This design comes from an exercise in tuning for small area and a short achievable clock period on the open sky130 flow, not from production work. No run shown here included a check of the RTL's function; only the layout flow was run. No activity file was given, so power comes from the tool's default toggle rates.

==> design/flow/design.v <==
module arp_cache #(
  parameter int DEPTH     = 16,
  parameter int AGE_W     = 8,
  parameter int AGE_LIMIT = 200,
  parameter int TICK_DIV  = 16
) (
  input  logic                     i_clk,
  input  logic                     i_rst,
  input  logic                     i_upd_valid,
  input  logic [31:0]              i_upd_ip,
  input  logic [47:0]              i_upd_mac,
  input  logic                     i_seek_valid,
  input  logic [31:0]              i_seek_ip,
  input  logic                     i_flush,
  output logic                     o_seek_valid,
  output logic                     o_seek_hit,
  output logic [47:0]              o_seek_mac,
  output logic [$clog2(DEPTH):0]   o_count
);
  localparam int IDX_W = $clog2(DEPTH);
  localparam int TCK_W = $clog2(TICK_DIV);
  logic flush;
  assign flush = i_flush;
  logic [31:0]      tbl_ip  [DEPTH];
  logic [47:0]      tbl_mac [DEPTH];
  logic [AGE_W-1:0] tbl_exp [DEPTH];
  logic [DEPTH-1:0] tbl_valid;
  logic             s1_valid;
  logic [DEPTH-1:0] s1_m;
  logic [31:0]      s1_ip;
  logic [47:0]      s1_mac;
  logic [TCK_W-1:0] tick_cnt;
  logic [AGE_W-1:0] gtick;
  logic [IDX_W-1:0] victim;
  logic [2:0]       grp_cnt [4];
  logic             tick, upd_acc, bypass, s1_hit, any_free, adv, seek_hit_c;
  logic [AGE_W-1:0] exp_new;
  logic [DEPTH-1:0] wsel, expire, keep, upd_m, seek_m, vnext, free_oh, vict_oh;
  logic [2:0]       keep_cnt [4];
  logic [3:0]       grp_add;
  logic [47:0]      seek_mac_c;
  logic [IDX_W:0]   cnt_c;
  assign tick    = &tick_cnt;
  assign upd_acc = i_upd_valid && (i_upd_ip != 32'd0) && !flush;
  assign bypass  = s1_valid && (s1_ip == i_upd_ip);
  assign exp_new = gtick + AGE_W'(AGE_LIMIT - 1) + AGE_W'(tick);
  always_comb begin
    s1_hit   = |s1_m;
    any_free = ~&tbl_valid;
    for (int i = 0; i < DEPTH; i++) begin
      free_oh[i] = ~tbl_valid[i];
      for (int j = 0; j < i; j++) free_oh[i] = free_oh[i] & tbl_valid[j];
      vict_oh[i] = (victim == IDX_W'(i));
      wsel[i]    = s1_valid & (s1_hit ? s1_m[i] : (any_free ? free_oh[i] : vict_oh[i]));
    end
    adv = s1_valid & ~s1_hit & ~any_free;
  end
  always_comb begin
    for (int i = 0; i < DEPTH; i++) begin
      expire[i] = tick & tbl_valid[i] & (tbl_exp[i] == gtick);
      upd_m[i]  = tbl_valid[i] & (tbl_ip[i] == i_upd_ip);
      seek_m[i] = tbl_valid[i] & (tbl_ip[i] == i_seek_ip);
      keep[i]   = tbl_valid[i] & ~expire[i];
      vnext[i]  = wsel[i] | keep[i];
    end
  end
  always_comb begin
    seek_hit_c = |seek_m;
    seek_mac_c = '0;
    for (int i = 0; i < DEPTH; i++)
      seek_mac_c = seek_mac_c | ({48{seek_m[i]}} & tbl_mac[i]);
  end
  always_comb begin
    for (int g = 0; g < 4; g++) begin
      keep_cnt[g] = 3'(keep[4*g]) + 3'(keep[4*g+1]) + 3'(keep[4*g+2]) + 3'(keep[4*g+3]);
      grp_add[g]  = |(wsel[4*g +: 4] & ~keep[4*g +: 4]);
    end
  end
  always_comb begin
    cnt_c = '0;
    for (int g = 0; g < 4; g++) cnt_c = cnt_c + (IDX_W + 1)'(grp_cnt[g]);
  end
  always_ff @(posedge i_clk or posedge i_rst) begin
    if (i_rst) s1_valid <= 1'b0;
    else       s1_valid <= upd_acc;
  end
  always_ff @(posedge i_clk) begin
    s1_m   <= bypass ? wsel : upd_m;
    s1_ip  <= i_upd_ip;
    s1_mac <= i_upd_mac;
  end
  for (genvar i = 0; i < DEPTH; i++) begin : g_ent
    always_ff @(posedge i_clk) begin
      if (wsel[i]) begin
        tbl_ip[i]  <= s1_ip;
        tbl_mac[i] <= s1_mac;
        tbl_exp[i] <= exp_new;
      end
    end
  end
  always_ff @(posedge i_clk or posedge i_rst) begin
    if (i_rst) begin
      tbl_valid <= '0;
      for (int g = 0; g < 4; g++) grp_cnt[g] <= '0;
    end else if (flush) begin
      tbl_valid <= '0;
      for (int g = 0; g < 4; g++) grp_cnt[g] <= '0;
    end else begin
      tbl_valid <= vnext;
      for (int g = 0; g < 4; g++)
        grp_cnt[g] <= grp_add[g] ? keep_cnt[g] + 3'd1 : keep_cnt[g];
    end
  end
  always_ff @(posedge i_clk or posedge i_rst) begin
    if (i_rst) begin
      victim       <= '0;
      tick_cnt     <= '0;
      gtick        <= '0;
      o_seek_valid <= 1'b0;
      o_seek_hit   <= 1'b0;
      o_seek_mac   <= '1;
      o_count      <= '0;
    end else begin
      if (flush)
        victim <= '0;
      else if (adv)
        victim <= victim + IDX_W'(1);
      tick_cnt     <= tick_cnt + TCK_W'(1);
      if (tick) gtick <= gtick + AGE_W'(1);
      o_seek_valid <= i_seek_valid;
      o_seek_hit   <= i_seek_valid && seek_hit_c;
      o_seek_mac   <= (i_seek_valid && seek_hit_c) ? seek_mac_c : '1;
      o_count      <= cnt_c;
    end
  end
endmodule
==> design/flow/run.sh <==
#!/bin/bash
# synth_recipe.tcl (not shown) runs the flow's synth.tcl, then flattens the netlist and writes it again
# the make line also repeats each setting of config.mk as NAME=value (left out here)
make -C /OpenROAD-flow-scripts/flow DESIGN_CONFIG=/design/flow/config.mk WORK_HOME=/design/flow/orfs CLKGATE_MAP_FILE= SYNTH_SCRIPT=/design/flow/synth_recipe.tcl finish
==> design/flow/config.mk <==
export PLATFORM = sky130hd
export DESIGN_NAME = arp_cache
export DESIGN_NICKNAME = arp_cache
export VERILOG_FILES = /design/flow/design.v
export SDC_FILE = /design/flow/constraint.sdc
export NUM_CORES = 4
export LEC_CHECK = 0
export CAP_MARGIN = 20
export CORE_MARGIN = 2
export CORE_UTILIZATION = 60
export CTS_BUF_LIST = sky130_fd_sc_hd__clkbuf_8 sky130_fd_sc_hd__clkbuf_16
export CTS_CLUSTER_DIAMETER = 80
export CTS_CLUSTER_SIZE = 20
export SETUP_SLACK_MARGIN = 3.0
export SLEW_MARGIN = 20
==> design/flow/constraint.sdc <==
create_clock -name core_clock -period 6.0 [get_ports {i_clk}]
set_input_delay 1.2000 -clock core_clock [delete_from_list [all_inputs] [get_ports {i_clk}]]
set_output_delay 1.2000 -clock core_clock [all_outputs]
set_load 0.01 [all_outputs]
==> impl_metrics.toml, run 1 <==
[floorplan]
start_util_pct = 60.5
io_pins = 172
core_um2 = 113000
num_rows = 123
dieWidth_um = 341
dieArea_um2 = 116000
fp.dieH_um = 341

[sta]
maxSlewViolCount = 0
fin_crit_sh_pct = 53.5
fin_setup_tns_ns = 0
fmax_ghz = 0.311
worst_slew_pin_slew_ns = 1.02
slew_headroom_pct = 31.7
finalSetupViolCount = 0
skew_ns = 0.0282
whs_ns = 0.486
fin_crit_ns = 3.21
finalHoldViolCount = 0
fin_ws_ns = 2.79
rsz0062_at_grt = "yes"

[cells_and_area]
layout-drive-gt1-share_pct = 17.4
stdcell_count = 6442
syn2layout_area_growth_pct = 16.4
fill_cells = 7587
fin_nets = 5012

[worst_setup_path]
critical_path_class = "input port to register"
critPathMaxFanout = 8
cp_slowest_cell = "or4_4"
crit_buf_inv = 2
required_ns = 6.63
r2r_slack_ns = 2.87
cp_top_family = "simple AND/OR/NAND/NOR gates"
crit_chain = "buf_12 -> xnor2_4 -> nand4_1 -> nor4_2 -> buf_4 -> nand4_1 -> or4_4 -> mux2_4"
cp.arrival_ns = 3.84
critPathMaxStageDelay_ns = 0.76
worstSetupEndpointType = "register"
path_common_cell = "nand4_1"
worstSetupStartpointType = "input port"

[place]
preCtsSetupSlack_ns = 0.802
hpwl_um = 147000
dp.cells = 6082
gp_congestion = 0.987
port_buffers = 171

[logic_synthesis]
synthesis.area_um2 = 68200
synthTopCellsByArea = "edfxtp_1 (62%), xnor2_1 (13%), nand4_1 (5.0%)"
synth_common_cells = "edfxtp_1 (1408), xnor2_1 (1044), nand4_1 (543)"
async_reset_ff_share_pct = 6.23
yosysTopAreaCell = "edfxtp_1"
netlist_instances = 4455
ys.flop_type = "edfxtp_1"
avgSynthCellArea_um2 = 15.3
synth.most_common_cell = "edfxtp_1"
ys_types = 52
synth-seq-cells = 1604
synth_edf_count = 1408
synth_top_area_share_pct = 62.0
ys_seq_area_share_pct = 68.6
ys_warn_count = 6
synthesis.nets = 4606

[clock_network]
cts.reportedPaths.clkPinSlew_ns = 0.08
worstSkewPairLatency_ns = 0.75
cts_buffer_depth = 3
cts_inserted_buffers = 91
clock-sinks = 1604
cts_hold_buf = 0
cts-root-buf = "clkbuf_16"
cts_tree = "built"
htree_num_levels = 3

[run_status]
status = "complete, no violations"

[drt]
first_pass_iters = 5
remaining_drc_errors = 0
antenna_left = 0
via_per_inst = 7.03
wl_um = 255000
drtIter0Drc = 8026
wl_per_cell_um = 39.5
vias = 45269

[global_route]
overflow = 0
grt_max_degree = 101
antenna_found_initial = 12
grtUsageTotal_pct = 43.4
grt_pass1_vias = 42758
grt_pass1_wl_um = 345000

[pwr]
peakVddDrop_v = 0.000341
power_density_nw_per_um2 = 255
p_leak_nw = 25.4
power_mw = 20.3

[job]
cap_violations = 0

[min_path]
hold_path_class = "register to register"
-- cell families after synthesis --
kind of cell	count (synthesis)	share of synthesized area (%)
flip-flops	1604	68.6
XOR/XNOR	1206	15.5
AND/OR/NAND/NOR	900	8.19
AO/OA/AOI/OAI	379	4.58
buffers and inverters	320	2.16
adder cells (fa/ha/maj)	34	0.778
multiplexers	12	0.182
-- through the flow --
step                      utilization [%]  area [um^2]
final                                70.4        79300
after global routing                 70.4        79300
after CTS                            69.4        78200
after detailed placement             64.6        72700
after global placement               64.6        72800
after floorplan                         -        68300
-- final timing paths --
| kind | depth (start not counted) | from | endpoint |
|---|---|---|---|
| worst max-delay path | 8 | i_upd_ip[0] | s1_m[5] |
| worst min-delay path | 1 | grp_cnt[3][0] | o_count[0] |
| worst max register to register | 8 | s1_ip[20] | s1_m[5] |
| worst min register to register | 1 | grp_cnt[3][0] | o_count[0] |
| max in group asynchronous | 3 | i_rst | o_seek_valid |
| min in group asynchronous | 3 | i_rst | gtick[7] |
-- routing by layer --
metal / global-route usage (%) / part of all wire, % / vias up
li1: - / - / 17777
met1: 58.2 / 35 / 22801
met2: 65.3 / 45 / 3882
met3: 9.74 / 13 / 805
met4: 26.2 / 7.2 / 4
met5: 0 / 0.011 / -
-- placed cells by master (no fill, tap or decap), types with 11 or more instances in the layout --
master	n
edfxtp_1	1408
xnor2_1	1005
nand4_1	543
buf_4	254
a22o_1	192
xor2_1	154
a221oi_1	94
inv_1	93
clkbuf_16	93
dfxtp_1	85
buf_12	74
buf_6	64
clkdlybuf4s50_1	62
nor4_1	59
nor3_1	57
dlygate4sd2_1	56
dfstp_2	48
nor2_1	46
nand3_1	41
dfrtp_1	34
xnor2_2	31
nor4_4	25
nor4_2	21
clkinvlp_4	21
buf_8	21
and3_4	20
nand2_1	18
o21ai_0	16
ha_1	15
nor3_4	13
a21oi_1	12
dfrtp_2	12
buf_16	11
-- flip-flops by register name, indices dropped and copies added, names as in the netlist --
| name | flops |
|---|---|
| tbl_mac | 768 |
| tbl_ip | 512 |
| tbl_exp | 128 |
| o_seek_mac | 48 |
| s1_mac | 48 |
| s1_ip | 32 |
| s1_m | 16 |
| tbl_valid | 16 |
| grp_cnt | 12 |
| gtick | 8 |
| o_count | 5 |
| tick_cnt | 4 |
| victim | 4 |
| o_seek_hit | 1 |
| o_seek_valid | 1 |
| s1_valid | 1 |
-- layout make-up --
type,instances,area (um^2),share of cell area [%]
tap,1500,1880,2.37
clock inverter,77,434,0.547
clock buffer,93,2320,2.92
timing repair inverter,10,67.6,0.0852
timing repair buffer,576,6200,7.82
inverter,44,253,0.319
antenna,4,10.0,0.0126
sequential,1604,46800,59.0
multi-input combinational,2534,21300,26.9
-- power breakdown --
part | internal [mW] | switching (mW) | total, mW
Combinational | 0.468 | 0.849 | 1.32
Sequential | 12.2 | 0.138 | 12.3
Clock | 2.89 | 3.73 | 6.62
Total | 15.5 | 4.72 | 20.3
-- repair_timing --
action,4_1_cts,5_1_grt
resized for setup,547,175
setup buffers,116,45
setup endpoints to repair,1656,601
cloned,23,2
pin swaps,84,84
==> run 2: changes to the inputs <==
--- a/design/flow/config.mk
+++ b/design/flow/config.mk
@@ -11,4 +11,4 @@
 export CTS_BUF_LIST = sky130_fd_sc_hd__clkbuf_8 sky130_fd_sc_hd__clkbuf_16
-export CTS_CLUSTER_DIAMETER = 80
-export CTS_CLUSTER_SIZE = 20
+export CTS_CLUSTER_DIAMETER = 100
+export CTS_CLUSTER_SIZE = 28
 export SETUP_SLACK_MARGIN = 3.0
==> impl_metrics.toml, run 2 <==
[global_route]
busiest_layer = "met2"
grt_max_degree = 101
use_met1_pct = 58.2
overflow = 0
grtUsageTotal_pct = 43.2
grtUsageMet3_pct = 9.84
grt_pass1_vias = 42711
antenna_found_initial = 11
met2_usage_pct = 64.5
grt_pass1_wl_um = 344000

[sta]
fin_ws_ns = 2.79
slew_headroom_pct = 27.5
skew_ns = 0.0427
fin_crit_ns = 3.21
fin_setup_tns_ns = 0
fin_crit_sh_pct = 53.4
fmax_ghz = 0.312
finalSetupViolCount = 0
finalHoldViolCount = 0
worst_slew_pin_slew_ns = 1.08
maxSlewViolCount = 0
rsz0062_at_grt = "yes"

[cells_and_area]
fin_area_um2 = 78500
layout_commonest_cell = "edfxtp_1"
fin_nets = 4989
syn2layout_area_growth_pct = 15.2
largest_register = "tbl_mac"
fill_cells = 7687
largest_register_ffs = 768
multiInputGateArea_um2 = 21400
reg_top3 = "tbl_mac x768, tbl_ip x512, tbl_exp x128"
final_cell_mix = "edfxtp_1 (1408), xnor2_1 (1003), nand4_1 (543)"
layout-drive-gt1-share_pct = 17.3
regArea_um2 = 46800

[worst_setup_path]
cp_slowest_cell = "dfrtp_4"
crit_chain = "buf_6 -> buf_4 -> xnor2_1 -> nand4_1 -> o31a_1 -> fa_1 -> ha_4 -> fa_2 -> mux2i_2 -> nor2_1"
cp_top_family = "adder cells"
worstSetupEndpointType = "register"
worstSetupStartpointType = "register"
critPathMaxStageDelay_ns = 0.56
critPathMaxFanout = 3
crit_cells = 10
cp.arrival_ns = 3.78
critical_path_class = "register to register"
worst-r2r-cell-count = 10
required_ns = 6.57
crit_buf_inv = 2

[drt]
wl_um = 254000
via_per_inst = 7.09
antenna_left = 0
remaining_drc_errors = 0
vias = 45345
drtIter0Drc = 7905
wl_per_cell_um = 39.7
first_pass_iters = 5

[floorplan]
num_rows = 123
core_um2 = 113000
io_pins = 172
dieWidth_um = 341
dieArea_um2 = 116000
fp.dieH_um = 341
start_util_pct = 60.5

[logic_synthesis]
synth.most_common_cell = "edfxtp_1"
ys.flop_type = "edfxtp_1"
synthTopCellsByArea = "edfxtp_1 (62%), xnor2_1 (13%), nand4_1 (5.0%)"
synthesis.nets = 4606
avgSynthCellArea_um2 = 15.3
synth_edf_count = 1408
ys_types = 52
ys_seq_area_share_pct = 68.6
synth_top_area_share_pct = 62.0
yosysTopAreaCell = "edfxtp_1"
synthesis.area_um2 = 68200
netlist_instances = 4455
synth-seq-cells = 1604
synth_common_cells = "edfxtp_1 (1408), xnor2_1 (1044), nand4_1 (543)"
ys_warn_count = 6
async_reset_ff_share_pct = 6.23

[clock_network]
cts_hold_buf = 0
cts.reportedPaths.clkPinSlew_ns = 0.11
worstSkewPairLatency_ns = 0.71
htree_num_levels = 3
cts_buffer_depth = 3
cts_tree = "built"
cts-root-buf = "clkbuf_16"
cts_inserted_buffers = 67
clock-sinks = 1604

[min_path]
hold_path_class = "register to register"
whs_path_depth = 1

[pwr]
power_density_nw_per_um2 = 246
power_mw = 19.3
p_leak_nw = 25.0
peakVddDrop_v = 0.000290

[place]
gp_congestion = 0.987
preCtsSetupSlack_ns = 0.802
port_buffers = 171
hpwl_um = 147000
place_area_um2 = 72700

[run_status]
status = "complete, no violations"

[job]
cap_violations = 0
run 2: cell counts after synthesis:
Identical to the previous run, type by type.
run 2: path summary, 6_finish.rpt:
check | startpoint | to | slack, ns
max | gtick[6] | grp_cnt[3][1] | 2.79
min | grp_cnt[3][0] | o_count[0] | 0.49
max reg2reg | gtick[6] | grp_cnt[3][1] | 2.79
min reg2reg | grp_cnt[3][0] | o_count[0] | 0.49
max in group asynchronous | i_rst | o_seek_valid | 4.23
min in group asynchronous | i_rst | gtick[2] | 0.96
run 2: worst reg2reg max path: cells and delay by family, from the launching register on:
| family | cells | cell delay [ns] |
|---|---|---|
| buffers and inverters | 2 | 0.30 |
| adder cells (fa/ha/maj) | 3 | 1.28 |
| multiplexers | 1 | 0.17 |
| XOR/XNOR | 1 | 0.17 |
| flip-flops | 1 | 0.56 |
| AO/OA/AOI/OAI | 1 | 0.40 |
| AND/OR/NAND/NOR | 2 | 0.22 |
run 2: what timing repair did:
action                                   CTS  global route
buffers inserted                         124            39
endpoints found under the setup margin  1640           535
resized for setup                        558           168
gates cloned                              22             2
endpoints found under the hold margin      0             0
pin swaps                                 81            77
run 2: logic make-up after synthesis:
logic type / share of synthesized area (%)
buffers and inverters: 2.16
AO/OA/AOI/OAI: 4.58
multiplexers: 0.182
XOR/XNOR: 15.5
adder cells (fa/ha/maj): 0.778
flip-flops: 68.6
AND/OR/NAND/NOR: 8.19
run 2: through the flow:
step / utilization [%] / hold WS [ns] / std cells
floorplan: - / 0.423 / 4455
global placement: 64.6 / 0.443 / 6082
detailed placement: 64.6 / 0.448 / 6082
CTS: 68.8 / 0.498 / 6347
global route: 69.7 / 0.513 / 6388
finish: 69.7 / 0.495 / 6392
run 2: report_power, final:
| group | switching [mW] | internal, mW | leakage (nW) | total, mW |
|---|---|---|---|---|
| logic | 0.845 | 0.464 | 9.09 | 1.31 |
| registers | 0.143 | 12.2 | 14.8 | 12.3 |
| clock network | 3.48 | 2.21 | 1.13 | 5.69 |
run 2: layout make-up:
| class | instances | share of cell area [%] |
|---|---|---|
| inverter | 44 | 0.325 |
| timing repair inverter | 10 | 0.0892 |
| timing repair buffer | 577 | 7.75 |
| clock inverter | 46 | 0.285 |
| multi-input combinational | 2534 | 27.2 |
| clock buffer | 73 | 2.28 |
| antenna | 4 | 0.0127 |
| tap | 1500 | 2.39 |
| sequential | 1604 | 59.6 |
run 2: routing by layer:
layer	routed length, um	up-vias
met4	19500	4
met5	34	-
met2	112000	4000
met1	88500	22803
li1	-	17708
met3	34400	830
==> run 3: changes to the inputs <==
--- a/design/flow/design.v
+++ b/design/flow/design.v
@@ -37,5 +37,3 @@
   logic [AGE_W-1:0] exp_new;
-  logic [DEPTH-1:0] wsel, expire, keep, upd_m, seek_m, vnext, free_oh, vict_oh;
-  logic [2:0]       keep_cnt [4];
-  logic [3:0]       grp_add;
+  logic [DEPTH-1:0] wsel, expire, upd_m, seek_m, vnext, free_oh, vict_oh;
   logic [47:0]      seek_mac_c;
@@ -62,4 +60,3 @@
       seek_m[i] = tbl_valid[i] & (tbl_ip[i] == i_seek_ip);
-      keep[i]   = tbl_valid[i] & ~expire[i];
-      vnext[i]  = wsel[i] | keep[i];
+      vnext[i]  = wsel[i] | (tbl_valid[i] & ~expire[i]);
     end
@@ -71,8 +68,2 @@
       seek_mac_c = seek_mac_c | ({48{seek_m[i]}} & tbl_mac[i]);
-  end
-  always_comb begin
-    for (int g = 0; g < 4; g++) begin
-      keep_cnt[g] = 3'(keep[4*g]) + 3'(keep[4*g+1]) + 3'(keep[4*g+2]) + 3'(keep[4*g+3]);
-      grp_add[g]  = |(wsel[4*g +: 4] & ~keep[4*g +: 4]);
-    end
   end
@@ -110,3 +101,3 @@
       for (int g = 0; g < 4; g++)
-        grp_cnt[g] <= grp_add[g] ? keep_cnt[g] + 3'd1 : keep_cnt[g];
+        grp_cnt[g] <= 3'(vnext[4*g]) + 3'(vnext[4*g+1]) + 3'(vnext[4*g+2]) + 3'(vnext[4*g+3]);
     end
--- a/design/flow/config.mk
+++ b/design/flow/config.mk
@@ -9,6 +9,5 @@
 export CORE_MARGIN = 2
-export CORE_UTILIZATION = 60
-export CTS_BUF_LIST = sky130_fd_sc_hd__clkbuf_8 sky130_fd_sc_hd__clkbuf_16
-export CTS_CLUSTER_DIAMETER = 100
-export CTS_CLUSTER_SIZE = 28
+export CORE_UTILIZATION = 40
+export CTS_BUF_LIST = sky130_fd_sc_hd__clkbuf_4 sky130_fd_sc_hd__clkbuf_8
+export CTS_CLUSTER_SIZE = 30
 export SETUP_SLACK_MARGIN = 3.0
==> impl_metrics.toml, run 3 <==
[logic_synthesis]
async_reset_ff_share_pct = 6.23
synthTopCellsByArea = "edfxtp_1 (63%), xnor2_1 (8.2%), xor2_1 (7.3%)"
synth.most_common_cell = "edfxtp_1"
netlist_instances = 4387
synth_common_cells = "edfxtp_1 (1408), xnor2_1 (634), xor2_1 (565)"
ys_warn_count = 5
synth_top_area_share_pct = 62.6
synthesis.nets = 4534
ys_types = 49
ys_seq_area_share_pct = 69.3
yosysTopAreaCell = "edfxtp_1"
synth_edf_count = 1408
ys.flop_type = "edfxtp_1"
synthesis.area_um2 = 67500
avgSynthCellArea_um2 = 15.4
synth-seq-cells = 1604

[sta]
fmax_ghz = 0.326
fin_crit_ns = 3.07
skew_ns = 0.115
rsz0062_at_grt = "yes"
slew_headroom_pct = 23.0
fin_crit_sh_pct = 51.1
whs_ns = 0.440
finalSetupViolCount = 0
finalHoldViolCount = 0
maxSlewViolCount = 0
worst_slew_pin_slew_ns = 1.15
fin_setup_tns_ns = 0

[cells_and_area]
largest_register = "tbl_mac"
reg_top3 = "tbl_mac x768, tbl_ip x512, tbl_exp x128"
regArea_um2 = 46800
syn2layout_area_growth_pct = 19.9
multiInputGateArea_um2 = 20300
layout_commonest_cell = "edfxtp_1"
fin_nets = 5070
fill_cells = 14346
finish.utilization_pct = 48.4
layout-drive-gt1-share_pct = 22.7
largest_register_ffs = 768
final_cell_mix = "edfxtp_1 (1408), xnor2_1 (632), xor2_1 (559)"
stdcell_count = 7343

[worst_setup_path]
crit_start = "tbl_valid[2]"
critical_path_class = "register to register"
cp.arrival_ns = 3.94
worst-r2r-cell-count = 11
cp_slowest_cell = "dfrtp_2"
r2r_start = "tbl_valid[2]"
r2r_slack_ns = 2.93
cp-endpoint = "grp_cnt[0][1]"
worstSetupEndpointType = "register"
critPathMaxFanout = 6
required_ns = 6.87
critPathMaxStageDelay_ns = 0.49
reg2reg_to = "grp_cnt[0][1]"
crit_chain = "and4_4 -> nand3_4 -> nor2b_4 -> buf_12 -> a41oi_2 -> nor2b_4 -> a21o_1 -> fa_1 -> ha_2 -> ha_2 -> nor2b_1"
worstSetupStartpointType = "register"

[pwr]
peakVddDrop_v = 0.000245
power_density_nw_per_um2 = 296
p_leak_nw = 26.9

[drt]
antenna_left = 0
wl_per_cell_um = 33.4
remaining_drc_errors = 0
drtIter0Drc = 6320
first_pass_iters = 8
vias = 43561
via_per_inst = 5.93
wl_um = 245000

[clock_network]
cts_tree = "built"
clock-sinks = 1604
cts_buffer_depth = 4
cts.reportedPaths.clkPinSlew_ns = 0.06
worstSkewPairLatency_ns = 1.06
cts-root-buf = "clkbuf_8"
cts_inserted_buffers = 290
htree_num_levels = 5

[place]
gp_congestion = 0.931
port_buffers = 171
dp.cells = 6683
hpwl_um = 136000

[floorplan]
dieWidth_um = 415
dieArea_um2 = 172000
core_um2 = 167000
io_pins = 172
start_util_pct = 40.3
num_rows = 150
fp.dieH_um = 415

[job]
cap_violations = 0

[global_route]
antenna_found_initial = 18
grtUsageTotal_pct = 27.8
overflow = 0
grt_pass1_wl_um = 336000
grt_max_degree = 90
grt_pass1_vias = 42455

[run_status]
status = "complete, no violations"

[min_path]
hold_path_class = "register to register"
==> run 3: cell types whose count changed after synthesis, sizes merged, moves of 17 or more <==
cell,change
xor2,+403
nor2b,+29
nand4,-194
o2111ai,+51
inv,+25
xnor2,-410
nor4,+81
and3,-17
nor2,-28
==> run 3: cell type report <==
type                            instances  share of cell area, %
Sequential cell                      1604                   57.9
Tap cell                             2204                   3.41
Inverter                               70                  0.366
Timing Repair Buffer                  516                   6.16
Timing Repair inverter                  1                0.00618
Clock buffer                          437                   6.54
Antenna cell                            5                 0.0155
Clock inverter                         66                  0.550
Multi-Input combinational cell       2440                   25.1
==> run 3: per-layer routing <==
metal	vias up	part of all wire, %	global-route usage (%)
met5	-	0.0053	0
met4	2	6.4	15.3
met3	783	11	6.89
met2	2921	44	41.9
met1	22030	38	36.8
li1	17825	-	-
==> run 3: what timing repair did <==
action	4_1_cts	5_1_grt
gates cloned	13	2
setup buffers	95	42
resized for setup	519	98
endpoints found under the setup margin	1391	432
hold buffers	0	0
pin swaps	63	46
==> run 3: cells by family (layout without fill, tap and decap cells) <==
group                      Yosys count  count (layout)  share of synthesized area, %
adders and majority gates           30              30                         0.667
AOI/OAI and AO/OA                  413             418                          5.13
other                                0               5                             0
xor gates and xnor gates          1199            1199                          15.6
muxes                               13              13                         0.215
buffers and inverters              350            1090                          2.25
DFF                               1604            1604                          69.3
and+or+nand+nor                    778             780                          6.91
==> run 3: through the flow <==
step	instance area (um^2)	total power, mW	worst slack, ns
final	81000	23.9	2.93
after global routing	81000	24.5	2.85
after CTS	80200	24.0	2.90
after detailed placement	72700	13.6	0.894
after global placement	72700	13.6	0.920
after floorplan	67700	13.0	2.13
==> run 3: how the worst min path moves through the flow <==
stage | slack [ns] | end | startpoint | cells past startpoint
after floorplan | 0.42 | tick_cnt[0] | tick_cnt[0] | 1
after global placement | 0.42 | tbl_ip[12][24] | s1_ip[24] | 0
after detailed placement | 0.42 | tbl_ip[12][24] | s1_ip[24] | 0
after CTS | 0.40 | s1_ip[6] | i_upd_ip[6] | 1
after global routing | 0.40 | s1_ip[6] | i_upd_ip[6] | 1
final | 0.44 | tbl_ip[12][24] | s1_ip[24] | 0
==> run 3: critical path, delay by kind of cell (launching register included) <==
family	cells	cell delay (ns)
AO/OA/AOI/OAI	2	0.30
adder cells (fa/ha/maj)	3	0.93
buffers and inverters	1	0.14
flip-flops	1	0.49
AND/OR/NAND/NOR	5	1.06
==> run 3: where the power goes <==
| part | internal (mW) | total (mW) | switching (mW) |
|---|---|---|---|
| combinational | 0.388 | 1.21 | 0.820 |
| clock | 5.86 | 10.4 | 4.55 |
| sequential | 12.2 | 12.3 | 0.116 |
| total | 18.4 | 23.9 | 5.48 |
==> run 4: changes to the inputs <==
--- a/design/flow/config.mk
+++ b/design/flow/config.mk
@@ -12,3 +12,3 @@
 export CTS_CLUSTER_SIZE = 30
-export SETUP_SLACK_MARGIN = 3.0
+export SETUP_SLACK_MARGIN = 3.5
 export SLEW_MARGIN = 20
==> impl_metrics.toml, run 4 <==
[floorplan]
start_util_pct = 40.3
core_um2 = 167000
num_rows = 150
io_pins = 172
dieArea_um2 = 172000
dieWidth_um = 415
fp.dieH_um = 415

[clock_network]
cts_tree = "built"
cts_buffer_depth = 4
cts_hold_buf = 0
cts.reportedPaths.clkPinSlew_ns = 0.06
cts_inserted_buffers = 291
worstSkewPairLatency_ns = 1.02
cts-root-buf = "clkbuf_8"
htree_num_levels = 5
clock-sinks = 1604

[global_route]
grt_pass1_wl_um = 357000
grtUsageTotal_pct = 29.9
grt_pass1_vias = 43672
antenna_found_initial = 21
grt_max_degree = 60
overflow = 0

[worst_setup_path]
path_common_cell = "ha_4"
worstSetupStartpointType = "register"
worst-r2r-cell-count = 6
required_ns = 6.82
r2r_start = "s1_valid"
critical_path_class = "register to register"
crit_buf_inv = 0
cp-endpoint = "grp_cnt[2][1]"
crit_cells = 6
cp_top_family = "flip-flops"
reg2reg_to = "grp_cnt[2][1]"
crit_start = "s1_valid"
cp_slowest_cell = "dfrtp_2"
cp.arrival_ns = 3.84
critPathMaxStageDelay_ns = 0.96
critPathMaxFanout = 25
r2r_slack_ns = 2.98
worstSetupEndpointType = "register"
crit_chain = "o21ai_1 -> o21ai_2 -> fa_2 -> ha_4 -> ha_4 -> nor2b_1"

[logic_synthesis]
synth_edf_count = 1408
ys_types = 49
synth-seq-cells = 1604
netlist_instances = 4387
synthTopCellsByArea = "edfxtp_1 (63%), xnor2_1 (8.2%), xor2_1 (7.3%)"
synthesis.area_um2 = 67500
yosys.area_share.simple_pct = 6.91
avgSynthCellArea_um2 = 15.4
ys_seq_area_share_pct = 69.3
synth.most_common_cell = "edfxtp_1"
async_reset_ff_share_pct = 6.23
synth_fa_ha_area_share_pct = 0.667
ys.flop_type = "edfxtp_1"
synth_mux_area_share_pct = 0.215
synthesis.nets = 4534
synth_top_area_share_pct = 62.6
synth_top_family_by_area = "XOR/XNOR gates"
ys_warn_count = 5
synth_compound_area_share_pct = 5.13
yosys.area_share.xor_xnor_pct = 15.6
yosysTopAreaCell = "edfxtp_1"
synth_common_cells = "edfxtp_1 (1408), xnor2_1 (634), xor2_1 (565)"

[place]
place_area_um2 = 72800
gp_congestion = 0.984
hpwl_um = 138000
port_buffers = 171

[min_path]
hold_path_class = "register to register"
hold_start = "tbl_mac[15][20]"

[cells_and_area]
largest_register = "tbl_mac"
fin_area_um2 = 84500
layout-drive-gt1-share_pct = 25.4
syn2layout_area_growth_pct = 25.2
reg_top3 = "tbl_mac x768, tbl_ip x512, tbl_exp x128"
largest_register_ffs = 768
final_cell_mix = "edfxtp_1 (1408), xnor2_1 (624), xor2_1 (555)"
layout_commonest_cell = "edfxtp_1"
fin_nets = 5182

[job]
cap_violations = 0

[sta]
fin_setup_tns_ns = 0
fin_crit_ns = 3.02
worst_slew_pin_slew_ns = 0.932
finalSetupViolCount = 0
slew_headroom_pct = 37.9
finalHoldViolCount = 0
whs_ns = 0.433
fin_crit_sh_pct = 50.3
fmax_ghz = 0.331
maxSlewViolCount = 0
rsz0062_at_grt = "yes"
skew_ns = 0.0926

[pwr]
p_sw_share_pct = 23.1
p_int_mw = 18.6
combPwrFrac_pct = 5.6
p_leak_nw = 28.4
clkPwrFrac_pct = 43.4
power_density_nw_per_um2 = 285
seq_power_share_pct = 51.0
p_switching_mw = 5.56
peakVddDrop_v = 0.000260

[drt]
vias = 45351
wl_um = 267000
drtIter0Drc = 7250
via_per_inst = 6.08
first_pass_iters = 6
antenna_left = 0
wl_per_cell_um = 35.8
remaining_drc_errors = 0

[run_status]
status = "complete, no violations"
## run 4: cell count changes in the layout (fill, tap and decap cells not counted), moves of 6 or more
| cell | delta |
|---|---|
| clkbuf_16 | +11 |
| buf_2 | -48 |
| nor4_1 | -6 |
| buf_8 | +12 |
| clkbuf_4 | -14 |
| buf_16 | +45 |
| dlymetal6s2s_1 | -7 |
| bufbuf_16 | +11 |
| nor4_4 | +10 |
| buf_12 | +29 |
| ha_4 | +6 |
| xnor2_1 | -8 |
| buf_6 | +72 |
## run 4: what timing repair did
action                                  in CTS  in global routing
endpoints found under the setup margin    1684                734
pin swaps                                  121                 31
setup buffers                              158                 32
resized for setup                          921                108
gates cloned                                58                 14
## run 4: per-layer routing
metal / wire length [um] / GRT usage [%] / share of wire (%)
met4: 17500 / 16.8 / 6.6
met2: 118000 / 45.2 / 44
met3: 31900 / 7.43 / 12
met5: 0 / 0 / 0
met1: 99000 / 39.3 / 37
## run 4: worst min path at each step
stage / endpoint / slack, ns / cells after the start
4_1_cts: s1_ip[26] / 0.35 / 1
2_1_floorplan: tick_cnt[0] / 0.42 / 1
3_3_place_gp: tick_cnt[0] / 0.45 / 1
5_1_grt: s1_ip[18] / 0.41 / 1
3_5_place_dp: tick_cnt[0] / 0.45 / 1
6_report: o_seek_mac[20] / 0.43 / 2
## run 4: area by class of cell
class	count	area (um^2)
Antenna cell	8	20.0
Clock buffer	429	5220
Clock inverter	76	557
Fill cell	13907	82900
Inverter	70	348
Multi-Input combinational cell	2446	20800
Sequential cell	1604	46800
Tap cell	2204	2760
Timing Repair Buffer	618	7900
Timing Repair inverter	4	56.3
## run 4: tightest hold or removal path, stage by stage (launching register included)
cell	delay [ns]
edfxtp_1	0.32
a221oi_1	0.07
nand4_1	0.08
## run 4: cell families after synthesis
| group | Yosys count |
|---|---|
| AND/OR/NAND/NOR | 778 |
| AO/OA/AOI/OAI | 413 |
| buffers and inverters | 350 |
| multiplexers | 13 |
| adder cells (fa/ha/maj) | 30 |
| XOR/XNOR | 1199 |
| flip-flops | 1604 |
## run 4: power by group through the flow
stage	registers [mW]	clock network, mW	logic, mW
2_1_floorplan	12.5	0	0.529
3_3_place_gp	12.5	0	1.10
3_5_place_dp	12.5	0	1.10
4_1_cts	12.3	10.5	1.27
5_1_grt	12.3	11.0	1.34
6_report	12.3	10.5	1.35
## run 4: metrics by stage
stage               setup slack (ns)  cells  util [%]  total power [mW]
finish                          2.98   7459      50.5              24.1
global placement               0.841   6683      43.5              13.6
detailed placement             0.845   6684      43.5              13.6
floorplan                       2.13   4387         -              13.0
CTS                             2.99   7405      49.9              24.1
global route                    2.95   7455      50.5              24.6
==> run 5: changes to the inputs <==
--- a/design/flow/design.v
+++ b/design/flow/design.v
@@ -27,4 +27,4 @@
   logic [DEPTH-1:0] tbl_valid;
-  logic             s1_valid;
-  logic [DEPTH-1:0] s1_m;
+  logic             s1_valid, s1_adv;
+  logic [DEPTH-1:0] s1_sel;
   logic [31:0]      s1_ip;
@@ -34,25 +34,15 @@
   logic [IDX_W-1:0] victim;
-  logic [2:0]       grp_cnt [4];
-  logic             tick, upd_acc, bypass, s1_hit, any_free, adv, seek_hit_c;
+  logic             tick, wr_en;
   logic [AGE_W-1:0] exp_new;
-  logic [DEPTH-1:0] wsel, expire, upd_m, seek_m, vnext, free_oh, vict_oh;
+  logic [DEPTH-1:0] we, expire, upd_m, seek_m, vnext, free_oh, vict_oh, sel_next;
+  logic             upd_any, any_free, bypass, seek_hit_c;
+  logic [IDX_W-1:0] victim_n;
   logic [47:0]      seek_mac_c;
   logic [IDX_W:0]   cnt_c;
-  assign tick    = &tick_cnt;
-  assign upd_acc = i_upd_valid && (i_upd_ip != 32'd0) && !flush;
-  assign bypass  = s1_valid && (s1_ip == i_upd_ip);
+  assign tick  = &tick_cnt;
+  assign wr_en = s1_valid & ~flush;
   assign exp_new = gtick + AGE_W'(AGE_LIMIT - 1) + AGE_W'(tick);
   always_comb begin
-    s1_hit   = |s1_m;
-    any_free = ~&tbl_valid;
     for (int i = 0; i < DEPTH; i++) begin
-      free_oh[i] = ~tbl_valid[i];
-      for (int j = 0; j < i; j++) free_oh[i] = free_oh[i] & tbl_valid[j];
-      vict_oh[i] = (victim == IDX_W'(i));
-      wsel[i]    = s1_valid & (s1_hit ? s1_m[i] : (any_free ? free_oh[i] : vict_oh[i]));
-    end
-    adv = s1_valid & ~s1_hit & ~any_free;
-  end
-  always_comb begin
-    for (int i = 0; i < DEPTH; i++) begin
+      we[i]     = wr_en & s1_sel[i];
       expire[i] = tick & tbl_valid[i] & (tbl_exp[i] == gtick);
@@ -60,4 +50,18 @@
       seek_m[i] = tbl_valid[i] & (tbl_ip[i] == i_seek_ip);
-      vnext[i]  = wsel[i] | (tbl_valid[i] & ~expire[i]);
+      vnext[i]  = (s1_valid & s1_sel[i]) | (tbl_valid[i] & ~expire[i]);
     end
+  end
+  always_comb begin
+    upd_any  = |upd_m;
+    any_free = ~&vnext;
+    bypass   = s1_valid & (s1_ip == i_upd_ip);
+    victim_n = (s1_valid & s1_adv) ? victim + IDX_W'(1) : victim;
+    for (int i = 0; i < DEPTH; i++) begin
+      free_oh[i] = ~vnext[i];
+      for (int j = 0; j < i; j++) free_oh[i] = free_oh[i] & vnext[j];
+      vict_oh[i] = (victim_n == IDX_W'(i));
+    end
+    for (int i = 0; i < DEPTH; i++)
+      sel_next[i] = bypass ? s1_sel[i]
+                  : (upd_m[i] | (~upd_any & (any_free ? free_oh[i] : vict_oh[i])));
   end
@@ -66,8 +70,7 @@
     seek_mac_c = '0;
-    for (int i = 0; i < DEPTH; i++)
+    cnt_c      = '0;
+    for (int i = 0; i < DEPTH; i++) begin
       seek_mac_c = seek_mac_c | ({48{seek_m[i]}} & tbl_mac[i]);
-  end
-  always_comb begin
-    cnt_c = '0;
-    for (int g = 0; g < 4; g++) cnt_c = cnt_c + (IDX_W + 1)'(grp_cnt[g]);
+      cnt_c      = cnt_c + (IDX_W + 1)'(tbl_valid[i]);
+    end
   end
@@ -75,6 +78,7 @@
     if (i_rst) s1_valid <= 1'b0;
-    else       s1_valid <= upd_acc;
+    else       s1_valid <= i_upd_valid && (i_upd_ip != 32'd0) && !flush;
   end
   always_ff @(posedge i_clk) begin
-    s1_m   <= bypass ? wsel : upd_m;
+    s1_adv <= ~bypass & ~upd_any & ~any_free;
+    s1_sel <= sel_next;
     s1_ip  <= i_upd_ip;
@@ -84,3 +88,3 @@
     always_ff @(posedge i_clk) begin
-      if (wsel[i]) begin
+      if (we[i]) begin
         tbl_ip[i]  <= s1_ip;
@@ -92,13 +96,5 @@
   always_ff @(posedge i_clk or posedge i_rst) begin
-    if (i_rst) begin
-      tbl_valid <= '0;
-      for (int g = 0; g < 4; g++) grp_cnt[g] <= '0;
-    end else if (flush) begin
-      tbl_valid <= '0;
-      for (int g = 0; g < 4; g++) grp_cnt[g] <= '0;
-    end else begin
-      tbl_valid <= vnext;
-      for (int g = 0; g < 4; g++)
-        grp_cnt[g] <= 3'(vnext[4*g]) + 3'(vnext[4*g+1]) + 3'(vnext[4*g+2]) + 3'(vnext[4*g+3]);
-    end
+    if (i_rst)      tbl_valid <= '0;
+    else if (flush) tbl_valid <= '0;
+    else            tbl_valid <= we | (tbl_valid & ~expire);
   end
@@ -116,3 +112,3 @@
         victim <= '0;
-      else if (adv)
+      else if (wr_en && s1_adv)
         victim <= victim + IDX_W'(1);
--- a/design/flow/config.mk
+++ b/design/flow/config.mk
@@ -10,5 +10,2 @@
 export CORE_UTILIZATION = 40
-export CTS_BUF_LIST = sky130_fd_sc_hd__clkbuf_4 sky130_fd_sc_hd__clkbuf_8
-export CTS_CLUSTER_SIZE = 30
-export SETUP_SLACK_MARGIN = 3.5
 export SLEW_MARGIN = 20
==> impl_metrics.toml, run 5 <==
[place]
dp.cells = 6534
preCtsSetupSlack_ns = 0.853
port_buffers = 171
hpwl_um = 139000
gp_congestion = 0.960

[floorplan]
dieWidth_um = 412
start_util_pct = 40.3
core_um2 = 165000
dieArea_um2 = 170000
io_pins = 172
fp.dieH_um = 412
num_rows = 149

[cells_and_area]
reg_top3 = "tbl_mac x768, tbl_ip x512, tbl_exp x128"
syn2layout_area_growth_pct = 16.0
fin_nets = 4647
largest_register = "tbl_mac"
finish.utilization_pct = 46.8
largest_register_ffs = 768
layout_commonest_cell = "edfxtp_1"
final_cell_mix = "edfxtp_1 (1424), xor2_1 (826), xnor2_1 (370)"
layout-drive-gt1-share_pct = 12.8
stdcell_count = 6844

[worst_setup_path]
critical_path_class = "input port to register"
critPathMaxFanout = 37
crit_buf_inv = 5
path_common_cell = "buf_4"
worstSetupEndpointType = "register"
required_ns = 6.72
cp_slowest_cell = "clkdlybuf4s50_1"
critPathMaxStageDelay_ns = 0.95
crit_chain = "clkdlybuf4s50_1 -> buf_4 -> buf_4 -> xor2_1 -> nor4_1 -> nand3_1 -> nor3_2 -> buf_4 -> nor4_1 -> a41oi_4 -> buf_12 -> nand4_1"
cp.arrival_ns = 5.23
cp_top_family = "buffers and inverters"
worstSetupStartpointType = "input port"

[pwr]
peakVddDrop_v = 0.000324
p_leak_nw = 25.2
power_density_nw_per_um2 = 310

[logic_synthesis]
ys_types = 63
synth-seq-cells = 1593
synth_common_cells = "edfxtp_1 (1424), xor2_1 (829), xnor2_1 (371)"
yosys.area_share.xor_xnor_pct = 15.8
ys.flop_type = "edfxtp_1"
synthesis.nets = 4350
yosysTopAreaCell = "edfxtp_1"
synth_top_family_by_area = "XOR/XNOR gates"
ys_warn_count = 4
netlist_instances = 4213
synthesis.area_um2 = 66600
ys_seq_area_share_pct = 70.0
yosys.area_share.simple_pct = 5.73
synth_mux_area_share_pct = 0.0338
synth.most_common_cell = "edfxtp_1"
synth_edf_count = 1424
avgSynthCellArea_um2 = 15.8
async_reset_ff_share_pct = 5.52
synthTopCellsByArea = "edfxtp_1 (64%), xor2_1 (11%), xnor2_1 (4.9%)"
synth_top_area_share_pct = 64.2
synth_compound_area_share_pct = 5.75
synth_fa_ha_area_share_pct = 0.488

[global_route]
grt_max_degree = 80
antenna_found_initial = 19
grt_pass1_wl_um = 329000
grtUsageTotal_pct = 28.0
grt_pass1_vias = 40217
overflow = 0

[sta]
worst_slew_pin_slew_ns = 1.34
fin_crit_sh_pct = 75.2
maxSlewViolCount = 0
fin_crit_ns = 4.51
finalHoldViolCount = 0
fmax_ghz = 0.222
fin_ws_ns = 1.49
rsz0062_at_grt = "no"
slew_headroom_pct = 10.2
skew_ns = 0.0604
finalSetupViolCount = 0
fin_setup_tns_ns = 0

[job]
cap_violations = 0

[drt]
drtIter0Drc = 6481
first_pass_iters = 5
remaining_drc_errors = 0
wl_um = 241000
wl_per_cell_um = 35.2
antenna_left = 0
via_per_inst = 6.06
vias = 41485

[clock_network]
worstSkewPairLatency_ns = 0.84
cts.reportedPaths.clkPinSlew_ns = 0.06
post_cts_buffers = 0
cts_resized = 0
cts_hold_buf = 0
cts_inserted_buffers = 163
cts_tree = "built"
clock-sinks = 1593
cts-root-buf = "clkbuf_16"
cts_buffer_depth = 3
htree_num_levels = 4

[min_path]
hold_path_class = "register to register"

[run_status]
status = "complete, no violations"
run 5: cell families (layout without fill, tap and decap cells):
logic type	Yosys count	in the layout
flip-flops	1593	1593
XOR/XNOR	1200	1200
AND/OR/NAND/NOR	647	647
AO/OA/AOI/OAI	469	469
buffers and inverters	282	721
adder cells (fa/ha/maj)	20	20
multiplexers	2	2
other	0	3
run 5: layer usage:
metal / GRT usage [%] / part of all wire [%] / vias up
li1: - / - / 16628
met1: 38.4 / 39 / 21302
met2: 42.4 / 44 / 2978
met3: 7.05 / 12 / 569
met4: 11.9 / 4.7 / 8
met5: 0 / 0.024 / -
run 5: per-stage QoR:
stage               cell area [um^2]  hold WS, ns  power [mW]
floorplan                      66600        0.421        12.9
global placement               71700        0.438        13.6
detailed placement             71700        0.452        13.5
CTS                            77300        0.462        24.0
global route                   77300        0.480        24.5
finish                         77300        0.455        24.0
run 5: area by class of cell:
class | count | area, um^2
well taps | 2189 | 2740
inverters | 38 | 145
diodes | 3 | 7.51
clock buffers | 233 | 4620
clock inverters | 74 | 986
fillers | 14256 | 87900
multi-input cells | 2338 | 18700
repair buffers | 376 | 3450
flip-flops and latches | 1593 | 46700
run 5: worst paths after layout:
path / to / slack, ns / from / depth (start not counted)
max: o_seek_mac[32] / 1.49 / i_seek_ip[31] / 12
min: tick_cnt[0] / 0.45 / tick_cnt[0] / 1
max reg2reg: o_count[4] / 2.08 / tbl_valid[7] / 11
min reg2reg: tick_cnt[0] / 0.45 / tick_cnt[0] / 1
max in group asynchronous: o_seek_mac[28] / 4.17 / i_rst / 3
min in group asynchronous: gtick[4] / 0.81 / i_rst / 2
run 5: power by group:
| group | internal (mW) | total, mW | switching (mW) |
|---|---|---|---|
| logic | 0.324 | 1.11 | 0.782 |
| registers | 12.1 | 12.3 | 0.138 |
| clock network | 6.11 | 10.6 | 4.50 |
==> run 6: changes to the inputs <==
--- a/design/flow/config.mk
+++ b/design/flow/config.mk
@@ -10,2 +10,3 @@
 export CORE_UTILIZATION = 40
+export SETUP_SLACK_MARGIN = 2.0
 export SLEW_MARGIN = 20
==> impl_metrics.toml, run 6 <==
[run_status]
status = "complete, no violations"

[logic_synthesis]
synthesis.nets = 4350
ys_warn_count = 4
synthTopCellsByArea = "edfxtp_1 (64%), xor2_1 (11%), xnor2_1 (4.9%)"
ys_seq_area_share_pct = 70.0
synth_top_area_share_pct = 64.2
synth.most_common_cell = "edfxtp_1"
yosysTopAreaCell = "edfxtp_1"
synth_common_cells = "edfxtp_1 (1424), xor2_1 (829), xnor2_1 (371)"
ys_types = 63
netlist_instances = 4213
async_reset_ff_share_pct = 5.52
ys.flop_type = "edfxtp_1"
avgSynthCellArea_um2 = 15.8
synth_edf_count = 1424
synthesis.area_um2 = 66600
synth-seq-cells = 1593

[clock_network]
cts_hold_buf = 0
cts.reportedPaths.clkPinSlew_ns = 0.06
cts-root-buf = "clkbuf_16"
worstSkewPairLatency_ns = 0.82
clock-sinks = 1593
cts_inserted_buffers = 163
htree_num_levels = 4
cts_buffer_depth = 3
cts_tree = "built"

[worst_setup_path]
critical_path_class = "input port to register"
required_ns = 6.71
worstSetupStartpointType = "input port"
r2r_start = "tbl_valid[15]"
crit_start = "i_seek_ip[28]"
critPathMaxFanout = 30
r2r_slack_ns = 2.22
reg2reg_to = "o_count[4]"
worstSetupEndpointType = "register"
cp.arrival_ns = 4.74
worst-r2r-cell-count = 11
cp-endpoint = "o_seek_mac[8]"

[global_route]
overflow = 0
grtUsageTotal_pct = 27.6
grt_max_degree = 89
grt_pass1_vias = 39956
antenna_found_initial = 21
grt_pass1_wl_um = 324000

[cells_and_area]
final_cell_mix = "edfxtp_1 (1424), xor2_1 (827), xnor2_1 (370)"
largest_register_ffs = 768
regArea_um2 = 46700
multiInputGateArea_um2 = 18700
fill_cells = 14305
largest_register = "tbl_mac"
layout_commonest_cell = "edfxtp_1"
reg_top3 = "tbl_mac x768, tbl_ip x512, tbl_exp x128"
layout-drive-gt1-share_pct = 12.9
fin_nets = 4650
syn2layout_area_growth_pct = 15.9

[sta]
fin_setup_tns_ns = 0
fin_crit_sh_pct = 67.1
finalHoldViolCount = 0
finalSetupViolCount = 0
slew_headroom_pct = 21.1
worst_slew_pin_slew_ns = 1.18
fmax_ghz = 0.248
fin_crit_ns = 4.03
skew_ns = 0.0456
rsz0062_at_grt = "yes"
maxSlewViolCount = 0

[drt]
via_per_inst = 6.09
antenna_left = 0
vias = 41728
drtIter0Drc = 6918
wl_um = 240000
first_pass_iters = 6
remaining_drc_errors = 0
wl_per_cell_um = 35.1

[floorplan]
dieArea_um2 = 170000
start_util_pct = 40.3
io_pins = 172
fp.dieH_um = 412
dieWidth_um = 412
core_um2 = 165000
num_rows = 149

[min_path]
hold_path_class = "register to register"

[pwr]
power_mw = 23.6
peakVddDrop_v = 0.000314
p_leak_nw = 25.3
power_density_nw_per_um2 = 306

[place]
gp_congestion = 0.943
hpwl_um = 137000
port_buffers = 171

[job]
cap_violations = 0
run 6: per-layer routing:
layer / GRT usage, % / vias to the layer above / wire, um
li1: - / 16659 / -
met1: 38.0 / 21459 / 93100
met2: 41.7 / 2972 / 106000
met3: 6.81 / 630 / 29700
met4: 11.9 / 8 / 11900
met5: 0 / - / 55
run 6: cells by family (layout without fill, tap and decap cells):
logic type                 after synthesis  after routing  share of synthesized area (%)
AOI/OAI and AO/OA                      469            469                           5.75
xor gates and xnor gates              1200           1200                           15.8
adders and majority gates               20             20                          0.488
buffers and inverters                  282            722                           2.20
DFF                                   1593           1593                           70.0
muxes                                    2              2                         0.0338
other                                    0              5                              0
and+or+nand+nor                        647            647                           5.73
run 6: critical path, cell delays in order:
cell and delay, ns:
clkdlybuf4s50_1 0.48, buf_6 0.28, buf_6 0.30, xor2_1 0.10, nor4_1 0.42, nand4_1 0.16
nor3_2 0.39, buf_12 0.30, nor4_1 0.13, a41oi_4 0.35, clkbuf_16 0.35, nand4_1 0.13
run 6: how the worst min path moves through the flow:
stage	to	depth (start not counted)	slack [ns]	from
after detailed placement	tick_cnt[0]	1	0.45	tick_cnt[0]
after global placement	tick_cnt[0]	1	0.45	tick_cnt[0]
after global routing	tick_cnt[0]	1	0.47	tick_cnt[0]
after CTS	tick_cnt[0]	1	0.45	tick_cnt[0]
after floorplan	tick_cnt[0]	1	0.42	tick_cnt[0]
final	tick_cnt[0]	1	0.45	tick_cnt[0]
run 6: area by class of cell:
class | instances | area share [%]
clock buffers | 220 | 5.80
clock inverters | 85 | 1.15
multi-input cells | 2338 | 24.2
flip-flops and latches | 1593 | 60.4
diodes | 5 | 0.0162
inverters | 38 | 0.188
repair buffers | 379 | 4.65
well taps | 2189 | 3.55
run 6: metrics by stage:
| step | hold slack (ns) | cell area, um^2 | std cells | utilization (%) | setup slack [ns] |
|---|---|---|---|---|---|
| floorplan | 0.421 | 66600 | 4213 | - | 2.03 |
| global placement | 0.446 | 71700 | 6532 | 43.4 | 0.699 |
| detailed placement | 0.447 | 71700 | 6532 | 43.4 | 0.759 |
| CTS | 0.454 | 77000 | 6837 | 46.6 | 2.01 |
| global route | 0.474 | 77200 | 6842 | 46.7 | 2.01 |
| finish | 0.450 | 77200 | 6847 | 46.8 | 1.97 |
run 6: what timing repair did:
| item | 4_1_cts | 5_1_grt |
|---|---|---|
| setup endpoints to repair | 49 | 55 |
| pin swaps | 0 | 2 |
| gates cloned | 0 | 3 |
| setup buffers | 0 | 2 |
| gates resized for setup | 14 | 49 |
run 6: where the power goes:
group	internal, mW	leakage, nW	switching [mW]	total, mW
combinational	0.329	8.09	0.765	1.09
clock	5.80	2.61	4.44	10.2
sequential	12.1	14.6	0.152	12.3
total	18.3	25.3	5.36	23.6
==> run 7: changes to the inputs <==
--- a/design/flow/config.mk
+++ b/design/flow/config.mk
@@ -10,3 +10,3 @@
 export CORE_UTILIZATION = 40
-export SETUP_SLACK_MARGIN = 2.0
+export SETUP_SLACK_MARGIN = 3.0
 export SLEW_MARGIN = 20
==> impl_metrics.toml, run 7 <==
[logic_synthesis]
netlist_instances = 4213
synth_fa_ha_area_share_pct = 0.488
synthesis.area_um2 = 66600
ys_seq_area_share_pct = 70.0
synth_common_cells = "edfxtp_1 (1424), xor2_1 (829), xnor2_1 (371)"
synth_mux_area_share_pct = 0.0338
yosys.area_share.simple_pct = 5.73
synth-seq-cells = 1593
synthesis.nets = 4350
ys_types = 63
synth_compound_area_share_pct = 5.75
yosys.area_share.xor_xnor_pct = 15.8
synth_top_area_share_pct = 64.2
avgSynthCellArea_um2 = 15.8
synth.most_common_cell = "edfxtp_1"
synth_edf_count = 1424
ys_warn_count = 4
yosysTopAreaCell = "edfxtp_1"
synthTopCellsByArea = "edfxtp_1 (64%), xor2_1 (11%), xnor2_1 (4.9%)"
ys.flop_type = "edfxtp_1"
async_reset_ff_share_pct = 5.52
synth_top_family_by_area = "XOR/XNOR gates"

[global_route]
grt_pass1_wl_um = 347000
grt_max_degree = 89
grtUsageTotal_pct = 29.9
antenna_found_initial = 16
grt_pass1_vias = 41285
overflow = 0

[sta]
rsz0062_at_grt = "yes"
whs_ns = 0.456
finalHoldViolCount = 0
fin_crit_sh_pct = 60.2
fin_crit_ns = 3.61
fin_ws_ns = 2.39
fmax_ghz = 0.277
finalSetupViolCount = 0
slew_headroom_pct = 22.8
maxSlewViolCount = 0
fin_setup_tns_ns = 0
skew_ns = 0.0581
worst_slew_pin_slew_ns = 1.16

[cells_and_area]
fill_cells = 13812
layout_commonest_cell = "edfxtp_1"
layout-drive-gt1-share_pct = 19.6
reg_top3 = "tbl_mac x768, tbl_ip x512, tbl_exp x128"
finish.utilization_pct = 49.7
final_cell_mix = "edfxtp_1 (1424), xor2_1 (818), xnor2_1 (365)"
syn2layout_area_growth_pct = 23.3
largest_register_ffs = 768
stdcell_count = 7041
regArea_um2 = 46700
multiInputGateArea_um2 = 19900
fin_area_um2 = 82200
fin_nets = 4844
largest_register = "tbl_mac"

[floorplan]
dieWidth_um = 412
io_pins = 172
num_rows = 149
fp.dieH_um = 412
dieArea_um2 = 170000
start_util_pct = 40.3
core_um2 = 165000

[drt]
wl_per_cell_um = 37.6
wl_um = 265000
vias = 43668
remaining_drc_errors = 0
antenna_left = 0
via_per_inst = 6.20
first_pass_iters = 6
drtIter0Drc = 7555

[place]
gp_congestion = 0.938
preCtsSetupSlack_ns = 0.834
place_area_um2 = 71500
port_buffers = 171
hpwl_um = 129000
dp.cells = 6484

[worst_setup_path]
worstSetupStartpointType = "register"
worstSetupEndpointType = "register"
critical_path_class = "register to register"
worst-r2r-cell-count = 10
reg2reg_to = "o_count[1]"
r2r_start = "tbl_valid[5]"
cp.arrival_ns = 4.27
r2r_slack_ns = 2.39
critPathMaxFanout = 2
required_ns = 6.66

[clock_network]
worstSkewPairLatency_ns = 0.82
cts_tree = "built"
htree_num_levels = 4
cts.reportedPaths.clkPinSlew_ns = 0.06
cts-root-buf = "clkbuf_16"
cts_buffer_depth = 3
clock-sinks = 1593
cts_hold_buf = 0
cts_inserted_buffers = 167

[pwr]
power_density_nw_per_um2 = 289
p_leak_nw = 27.4
peakVddDrop_v = 0.000286
power_mw = 23.8

[min_path]
whs_path_depth = 1
hold_start = "tick_cnt[0]"
hold_path_class = "register to register"
worstHoldEndpoint = "tick_cnt[0]"

[job]
cap_violations = 0

[run_status]
status = "complete, no violations"
==> run 7: repair_timing <==
action / 4_1_cts / 5_1_grt
pin swaps: 76 / 84
setup endpoints to repair: 250 / 679
setup buffers: 116 / 78
cloned: 29 / 20
hold endpoints to repair: 0 / 0
gates resized for setup: 473 / 152
==> run 7: report_power, final <==
group / internal (mW) / switching, mW
registers: 12.1 / 0.140
logic: 0.484 / 0.857
clock network: 5.76 / 4.41
total: 18.4 / 5.40
==> run 7: worst max path at each step <==
stage / end / slack (ns) / depth (start not counted) / start
global placement: o_seek_mac[47] / 0.83 / 10 / i_seek_ip[20]
floorplan: o_count[1] / 2.78 / 10 / tbl_valid[15]
finish: o_count[1] / 2.39 / 10 / tbl_valid[5]
global route: o_count[1] / 2.36 / 10 / tbl_valid[5]
CTS: o_count[1] / 2.45 / 10 / tbl_valid[5]
detailed placement: o_seek_mac[23] / 0.83 / 10 / i_seek_ip[20]
==> run 7: layout make-up <==
class | count | share of cell area, %
Sequential cell | 1593 | 56.8
Multi-Input combinational cell | 2355 | 24.3
Timing Repair Buffer | 552 | 8.84
Clock buffer | 248 | 5.87
Tap cell | 2189 | 3.33
Clock inverter | 63 | 0.658
Inverter | 38 | 0.186
Antenna cell | 3 | 0.00914
==> run 7: critical path: stages, from the launching register on <==
cell	delay [ns]
dfrtp_2	0.46
clkinvlp_4	0.26
fa_1	0.59
fa_1	0.44
fa_1	0.51
fa_1	0.42
inv_2	0.08
ha_4	0.13
inv_2	0.03
fa_2	0.52
inv_2	0.03
==> run 7: logic make-up (layout without fill, tap and decap cells) <==
| group | Yosys count | count (layout) |
|---|---|---|
| flip-flops | 1593 | 1593 |
| XOR/XNOR | 1200 | 1200 |
| AND/OR/NAND/NOR | 647 | 664 |
| AO/OA/AOI/OAI | 469 | 469 |
| buffers and inverters | 282 | 901 |
| adder cells (fa/ha/maj) | 20 | 20 |
| multiplexers | 2 | 2 |
| other | 0 | 3 |
==> run 7: per-layer routing <==
metal,wire (um),GRT usage [%],up-vias
met5,115,0,-
met4,19100,16.4,8
met3,32600,7.45,876
met2,116000,45.7,3496
met1,96700,39.1,22198
li1,-,-,17090
==> run 8: changes to the inputs <==
--- a/design/flow/design.v
+++ b/design/flow/design.v
@@ -34,3 +34,3 @@
   logic [IDX_W-1:0] victim;
-  logic             tick, wr_en;
+  logic             tick, upd_acc;
   logic [AGE_W-1:0] exp_new;
@@ -42,3 +42,3 @@
   assign tick  = &tick_cnt;
-  assign wr_en = s1_valid & ~flush;
+  assign upd_acc = i_upd_valid && (i_upd_ip != 32'd0) && !flush;
   assign exp_new = gtick + AGE_W'(AGE_LIMIT - 1) + AGE_W'(tick);
@@ -46,3 +46,3 @@
     for (int i = 0; i < DEPTH; i++) begin
-      we[i]     = wr_en & s1_sel[i];
+      we[i]     = s1_sel[i];
       expire[i] = tick & tbl_valid[i] & (tbl_exp[i] == gtick);
@@ -50,3 +50,3 @@
       seek_m[i] = tbl_valid[i] & (tbl_ip[i] == i_seek_ip);
-      vnext[i]  = (s1_valid & s1_sel[i]) | (tbl_valid[i] & ~expire[i]);
+      vnext[i]  = s1_sel[i] | (tbl_valid[i] & ~expire[i]);
     end
@@ -64,4 +64,4 @@
     for (int i = 0; i < DEPTH; i++)
-      sel_next[i] = bypass ? s1_sel[i]
-                  : (upd_m[i] | (~upd_any & (any_free ? free_oh[i] : vict_oh[i])));
+      sel_next[i] = upd_acc & (bypass ? s1_sel[i]
+                  : (upd_m[i] | (~upd_any & (any_free ? free_oh[i] : vict_oh[i]))));
   end
@@ -70,7 +70,13 @@
     seek_mac_c = '0;
-    cnt_c      = '0;
-    for (int i = 0; i < DEPTH; i++) begin
+    for (int i = 0; i < DEPTH; i++)
       seek_mac_c = seek_mac_c | ({48{seek_m[i]}} & tbl_mac[i]);
-      cnt_c      = cnt_c + (IDX_W + 1)'(tbl_valid[i]);
-    end
+  end
+  logic [1:0] cnt2 [8];
+  logic [2:0] cnt4 [4];
+  logic [3:0] cnt8 [2];
+  always_comb begin
+    for (int i = 0; i < 8; i++) cnt2[i] = 2'(tbl_valid[2*i]) + 2'(tbl_valid[2*i+1]);
+    for (int i = 0; i < 4; i++) cnt4[i] = 3'(cnt2[2*i]) + 3'(cnt2[2*i+1]);
+    for (int i = 0; i < 2; i++) cnt8[i] = 4'(cnt4[2*i]) + 4'(cnt4[2*i+1]);
+    cnt_c = 5'(cnt8[0]) + 5'(cnt8[1]);
   end
@@ -78,3 +84,3 @@
     if (i_rst) s1_valid <= 1'b0;
-    else       s1_valid <= i_upd_valid && (i_upd_ip != 32'd0) && !flush;
+    else       s1_valid <= upd_acc;
   end
@@ -112,3 +118,3 @@
         victim <= '0;
-      else if (wr_en && s1_adv)
+      else if (s1_valid && s1_adv)
         victim <= victim + IDX_W'(1);
==> impl_metrics.toml, run 8 <==
[place]
port_buffers = 171
hpwl_um = 136000
dp.cells = 6594
gp_congestion = 0.983

[logic_synthesis]
synthTopCellsByArea = "edfxtp_1 (63%), xor2_1 (11%), xnor2_1 (4.6%)"
avgSynthCellArea_um2 = 15.5
synth_edf_count = 1408
synthesis.area_um2 = 66800
ys.flop_type = "edfxtp_1"
synth.most_common_cell = "edfxtp_1"
yosysTopAreaCell = "edfxtp_1"
netlist_instances = 4310
synth_common_cells = "edfxtp_1 (1408), xor2_1 (847), xnor2_1 (348)"
ys_types = 66
ys_seq_area_share_pct = 69.6
synthesis.nets = 4447
ys_warn_count = 7
synth-seq-cells = 1593
async_reset_ff_share_pct = 5.52
synth_top_area_share_pct = 63.3

[clock_network]
clock-sinks = 1593
htree_num_levels = 4
cts-root-buf = "clkbuf_16"
cts_buffer_depth = 3
cts_tree = "built"
cts_inserted_buffers = 167
cts.reportedPaths.clkPinSlew_ns = 0.06
worstSkewPairLatency_ns = 0.85
cts_hold_buf = 0

[global_route]
grt_max_degree = 89
grt_pass1_vias = 41607
overflow = 0
grtUsageTotal_pct = 29.9
antenna_found_initial = 21
grt_pass1_wl_um = 347000

[floorplan]
io_pins = 172
num_rows = 149
start_util_pct = 40.4
dieArea_um2 = 170000
dieWidth_um = 413
core_um2 = 165000
fp.dieH_um = 413

[cells_and_area]
stdcell_count = 7055
layout_commonest_cell = "edfxtp_1"
syn2layout_area_growth_pct = 20.8
largest_register_ffs = 768
reg_top3 = "tbl_mac x768, tbl_ip x512, tbl_exp x128"
fin_nets = 4850
layout-drive-gt1-share_pct = 16.7
largest_register = "tbl_mac"
final_cell_mix = "edfxtp_1 (1408), xor2_1 (843), xnor2_1 (347)"

[pwr]
p_switching_mw = 5.62
seq_power_share_pct = 50.2
p_sw_share_pct = 22.9
peakVddDrop_v = 0.000301
power_mw = 24.5
p_leak_nw = 26.8
power_density_nw_per_um2 = 304
combPwrFrac_pct = 5.1
p_int_mw = 18.9
clkPwrFrac_pct = 44.7

[sta]
finalSetupViolCount = 0
skew_ns = 0.0968
finalHoldViolCount = 0
fin_crit_sh_pct = 64.3
slew_headroom_pct = 20.8
maxSlewViolCount = 0
fmax_ghz = 0.259
fin_setup_tns_ns = 0
fin_crit_ns = 3.86
worst_slew_pin_slew_ns = 1.19
rsz0062_at_grt = "yes"

[worst_setup_path]
critical_path_class = "register to register"
worstSetupStartpointType = "register"
path_common_cell = "fa_2"
r2r_slack_ns = 2.14
cp_slowest_cell = "fa_2"
crit_buf_inv = 4
worstSetupEndpointType = "register"
cp.arrival_ns = 4.57
critPathMaxFanout = 2
required_ns = 6.72
critPathMaxStageDelay_ns = 0.66
cp_top_family = "adder cells"
crit_chain = "clkinvlp_4 -> fa_2 -> fa_2 -> fa_2 -> fa_1 -> inv_2 -> ha_4 -> inv_2 -> fa_2 -> inv_2"

[run_status]
status = "complete, no violations"

[min_path]
hold_path_class = "register to register"

[drt]
wl_per_cell_um = 37.0
remaining_drc_errors = 0
wl_um = 261000
via_per_inst = 6.23
vias = 43984
first_pass_iters = 8
drtIter0Drc = 8094
antenna_left = 0

[job]
cap_violations = 0
## run 8: final timing paths
path	endpoint	cells past startpoint	startpoint
worst max register to register	o_count[1]	10	tbl_valid[5]
min in group asynchronous	o_seek_hit	3	i_rst
worst min register to register	tick_cnt[0]	1	tick_cnt[0]
worst max-delay path	o_count[1]	10	tbl_valid[5]
worst min-delay path	tick_cnt[0]	1	tick_cnt[0]
max in group asynchronous	gtick[3]	3	i_rst
## run 8: stage by stage
step | utilization, % | instance area [um^2] | hold WS (ns) | setup WS, ns
2_1_floorplan | - | 67600 | 0.421 | 2.60
3_3_place_gp | 43.4 | 71700 | 0.435 | 0.856
3_5_place_dp | 43.4 | 71700 | 0.447 | 0.869
4_1_cts | 48.3 | 79800 | 0.455 | 2.20
5_1_grt | 48.8 | 80600 | 0.487 | 2.14
6_report | 48.8 | 80700 | 0.453 | 2.14
## run 8: routing by layer
metal	wire [um]	up-vias	GRT usage, %
met5	65	-	0
met4	15400	10	15.4
met3	33800	783	7.81
met2	114000	3484	44.6
met1	97900	22465	40.1
li1	-	17242	-
## run 8: cells by family (layout without fill, tap and decap cells)
| family | count (synthesis) | after routing | share of synthesized area (%) |
|---|---|---|---|
| AOI/OAI and AO/OA | 468 | 468 | 5.70 |
| xor gates and xnor gates | 1195 | 1195 | 15.7 |
| adders and majority gates | 20 | 20 | 0.487 |
| buffers and inverters | 288 | 831 | 2.03 |
| DFF | 1593 | 1593 | 69.6 |
| muxes | 6 | 6 | 0.0937 |
| other | 0 | 13 | 0 |
| and+or+nand+nor | 740 | 740 | 6.42 |
## run 8: power groups by stage
stage	combinational, mW	clock (mW)	sequential (mW)
after detailed placement	1.07	0	12.5
after global routing	1.25	11.5	12.3
after floorplan	0.547	0	12.5
after global placement	1.08	0	12.5
final	1.25	11.0	12.3
after CTS	1.17	11.0	12.3
## run 8: cell type report
cell class / count / area, um^2
Fill cell: 13859 / 84700
Sequential cell: 1593 / 46600
Tap cell: 2189 / 2740
Inverter: 46 / 183
Antenna cell: 13 / 32.5
Timing Repair Buffer: 476 / 5610
Clock inverter: 93 / 1280
Multi-Input combinational cell: 2429 / 19700
Clock buffer: 216 / 4550
## run 8: repair_timing
action                                  in CTS  in global routing
setup buffers                               78                 29
endpoints found under the setup margin     174                107
pin swaps                                   53                 71
resized for setup                          274                 98
gates cloned                                23                  9

Re-timed with assumed drivers on the ports (clkbuf_16 on the clock, buf_2 on other inputs), run 8 has 2.143 ns of setup slack against 2.143 ns with ideal ports, and 1.403 ns once port delays also move by the mid clock arrival of 0.887 ns.
